Source: an optimization exercise on an open RTL-to-GDS flow (aim: small area, a short achievable clock period and few clock cycles). Production flows keep margins and buffers that such runs may drop. At most, simulation tests tie the RTL to the original design; equivalence was not proved. No activity file was given, so power comes from the tool's default toggle rates.

## job 2566
## mulApbChip
module mulApbChip (
	input logic clk,
	input logic arstN,
	input logic psel,
	input logic penable,
	input logic pwrite,
	input logic [7:0] paddr,
	input logic [31:0] pwdata,
	output logic [31:0] prdata,
	output logic pready,
	output logic pslverr
);
	apbPkg::apbReqT apbReq;
	apbPkg::apbRspT apbRsp;
	assign apbReq.psel = psel;
	assign apbReq.penable = penable;
	assign apbReq.pwrite = pwrite;
	assign apbReq.paddr = paddr;
	assign apbReq.pwdata = pwdata;
	assign prdata = apbRsp.prdata;
	assign pready = apbRsp.pready;
	assign pslverr = apbRsp.pslverr;
	mulApbTop mulApbTop_i (
		.clk(clk),
		.arstN(arstN),
		.apbReq(apbReq),
		.apbRsp(apbRsp)
	);
endmodule
Size in the first run: ~230 flip-flops, roughly 79 I/O pins.
==> module prefixAdder, before the edit <==
module prefixAdder #(
	parameter int Width = mulPkg::OperandWidth
) (
	input logic [Width-1:0] a,
	input logic [Width-1:0] b,
	input logic cin,
	output logic [Width-1:0] sum
);
	localparam int Levels = $clog2(Width);
	logic [Width-1:0] p0;
	logic [Width-1:0] g [Levels+1];
	logic [Width-1:0] p [Levels+1];
	assign p0 = a ^ b;
	assign g[0] = (a & b) | {{(Width-1){1'b0}}, p0[0] & cin};
	assign p[0] = p0;
	for (genvar l = 1; l <= Levels; l++) begin : genLevel
		for (genvar i = 0; i < Width; i++) begin : genBit
			if (((i >> (l-1)) & 1) == 1) begin : genNode
				localparam int J = ((i >> (l-1)) << (l-1)) - 1;
				assign g[l][i] = g[l-1][i] | (p[l-1][i] & g[l-1][J]);
				assign p[l][i] = p[l-1][i] & p[l-1][J];
			end else begin : genPass
				assign g[l][i] = g[l-1][i];
				assign p[l][i] = p[l-1][i];
			end
		end
	end
	assign sum = p0 ^ {g[Levels][Width-2:0], cin};
endmodule
==> flow/config.mk <==
export PLATFORM = sky130hd
export DESIGN_NAME = mulApbChip
export DESIGN_NICKNAME = mulApbChip
export VERILOG_FILES = /design/flow/design.v
export SDC_FILE = /design/flow/constraint.sdc
export NUM_CORES = 4
export LEC_CHECK = 0
export CAP_MARGIN = 20
export CORE_MARGIN = 2
export CORE_UTILIZATION = 40
export SLEW_MARGIN = 20
==> flow/constraint.sdc <==
create_clock -name core_clock -period 13.0 [get_ports {clk}]
set_input_delay 2.6000 -clock core_clock [delete_from_list [all_inputs] [get_ports {clk}]]
set_output_delay 2.6000 -clock core_clock [all_outputs]
set_load 0.01 [all_outputs]
standard.sh (not shown) runs the stock make flow with config.mk's settings and CLKGATE_MAP_FILE= SYNTH_SCRIPT=/design/flow/synth_recipe.tcl, a recipe that flattens the netlist after the stock synthesis.
==> flow/flow/run.sh <==
#!/bin/bash
# The standard layout, with timing repair aimed at a path delay well below
# the clock period: the clock and the constraints are unchanged, only
# repair_timing's setup margin is raised (and kept to the worst endpoints).
set -euo pipefail
export SETUP_SLACK_MARGIN="${FLOW_SETUP_MARGIN:-9.2}"
export TNS_END_PERCENT="${FLOW_TNS_END:-10}"
export BUFFER_PORTS_ARGS="-buffer_cell sky130_fd_sc_hd__buf_2"
export CTS_ARGS="-sink_clustering_enable -repair_clock_nets -dont_use_dummy_load -buf_list {sky130_fd_sc_hd__clkbuf_4 sky130_fd_sc_hd__clkbuf_8}"
# keep each full adder of the multiplier step a module of its own through
# synthesis, so that it maps to one full-adder cell without inverters around it;
# the netlist is flattened at the end of synthesis as usual
export SYNTH_KEEP_MODULES="fullAdd startDetect"
bash standard.sh > flow_standard.log 2>&1
The following lists how job 1238 was set up differently from job 2566:
==> flow/design.v, changed modules only <==
module prefixAdder #(
	parameter int Width = mulPkg::OperandWidth
) (
	input logic [Width-1:0] a,
	input logic [Width-1:0] b,
	input logic cin,
	output logic [Width-1:0] sum
);
	localparam int Levels = $clog2(Width);
	logic [Width-1:0] p0;
	logic [Width-1:0] g0;
	logic [Width-1:0] gUp [Levels+1];
	logic [Width-1:0] pUp [Levels+1];
	logic [Width-1:0] gDn [Levels+1];
	logic [Width-1:0] pDn [Levels+1];
	logic [Width:0] carry;
	assign p0 = a ^ b;
	assign g0 = (a & b) | {{(Width-1){1'b0}}, p0[0] & cin};
	assign gUp[0] = g0;
	assign pUp[0] = p0;
	for (genvar l = 1; l <= Levels; l++) begin : genUp
		for (genvar i = 0; i < Width; i++) begin : genBit
			if ((i + 1) % (1 << l) == 0) begin : genNode
				assign gUp[l][i] = gUp[l-1][i] | (pUp[l-1][i] & gUp[l-1][i - (1 << (l-1))]);
				assign pUp[l][i] = pUp[l-1][i] & pUp[l-1][i - (1 << (l-1))];
			end else begin : genPass
				assign gUp[l][i] = gUp[l-1][i];
				assign pUp[l][i] = pUp[l-1][i];
			end
		end
	end
	assign gDn[Levels] = gUp[Levels];
	assign pDn[Levels] = pUp[Levels];
	for (genvar l = Levels - 1; l >= 1; l--) begin : genDn
		for (genvar i = 0; i < Width; i++) begin : genBit
			if ((i + 1) % (1 << l) == (1 << (l-1)) && i >= (1 << l)) begin : genNode
				assign gDn[l][i] = gDn[l+1][i] | (pDn[l+1][i] & gDn[l+1][i - (1 << (l-1))]);
				assign pDn[l][i] = pDn[l+1][i] & pDn[l+1][i - (1 << (l-1))];
			end else begin : genPass
				assign gDn[l][i] = gDn[l+1][i];
				assign pDn[l][i] = pDn[l+1][i];
			end
		end
	end
	assign carry[0] = cin;
	assign carry[Width:1] = gDn[1];
	assign sum = p0 ^ carry[Width-1:0];
endmodule
## What came out
~same sequential power in job 1238 and job 2566. Status: setup slack parity (job 1238, job 2566). Combinational power: lower on job 1238. Cell count: job 1238 vs job 2566, no meaningful difference. Delta(critical-path maximum fanout, job 1238 - job 2566) < 0. Delta(total detailed-routing wirelength, job 1238 - job 2566) < 0. Row part of the power in the clock network: job 1238 lower / job 2566 higher. Job 2566 -> job 1238: minimum clock period after layout flat. In the metrics for job 1238 and job 2566, the one carrying the lower via count is job 1238. For the non-clock buffer count, job 1238 came in 1 higher than job 2566 did. Job 1238 vs job 2566: final cell area excluding filler cells up in job 1238. Compared job 1238 vs job 2566, and area share of xor/xnor cells in the synthesized design is down in job 1238. Total power consumption of the routed design went down slightly going from job 2566 to job 1238. Side by side, count of inverters not on the clock network in the layout turned out higher in job 1238 than in job 2566. For job 1238, the capturing instance or port of the critical path was mulApbTop_i.mulApbRegs_i.prdataQ[26]$_SDFF_PP0_, unlike job 2566, where it was mulApbTop_i.mulApbRegs_i.prdataQ[6]$_SDFF_PP0_.
Testbench counts of job 1238, summed over its fixed seeds: cycles 14,400.
Function not checked in job 2566: the RTL went through the layout flow alone.

-- static timing again, ports no longer ideal --
Ports are ideal in the flow. The routed layouts listed here were re-timed in OpenROAD.
Step 1: set_driving_cell puts a clkbuf_16 on clk and a buf_2 on each other input, an assumption about the parent block.
Step 2 times the ports against the registers' clock, not the clock port: input delays grow and output delays shrink by t, the midpoint of the rising clock arrivals with the driver on.
a / b / c = ideal ports / drivers / drivers and shift; a / b = the first two.
run	t (ns)	setup WS [ns]	pins driven straight from the clock port
job 2566	0.615	9.203 / 9.220 / 8.625	1
job 1238	0.601	9.205 / 9.205 / 8.679	1
After both steps setup and hold are still met in every run listed. For job 2566, which loses most, drivers alone change the setup slack by +0.017 ns; drivers and shift together by -0.578 ns.
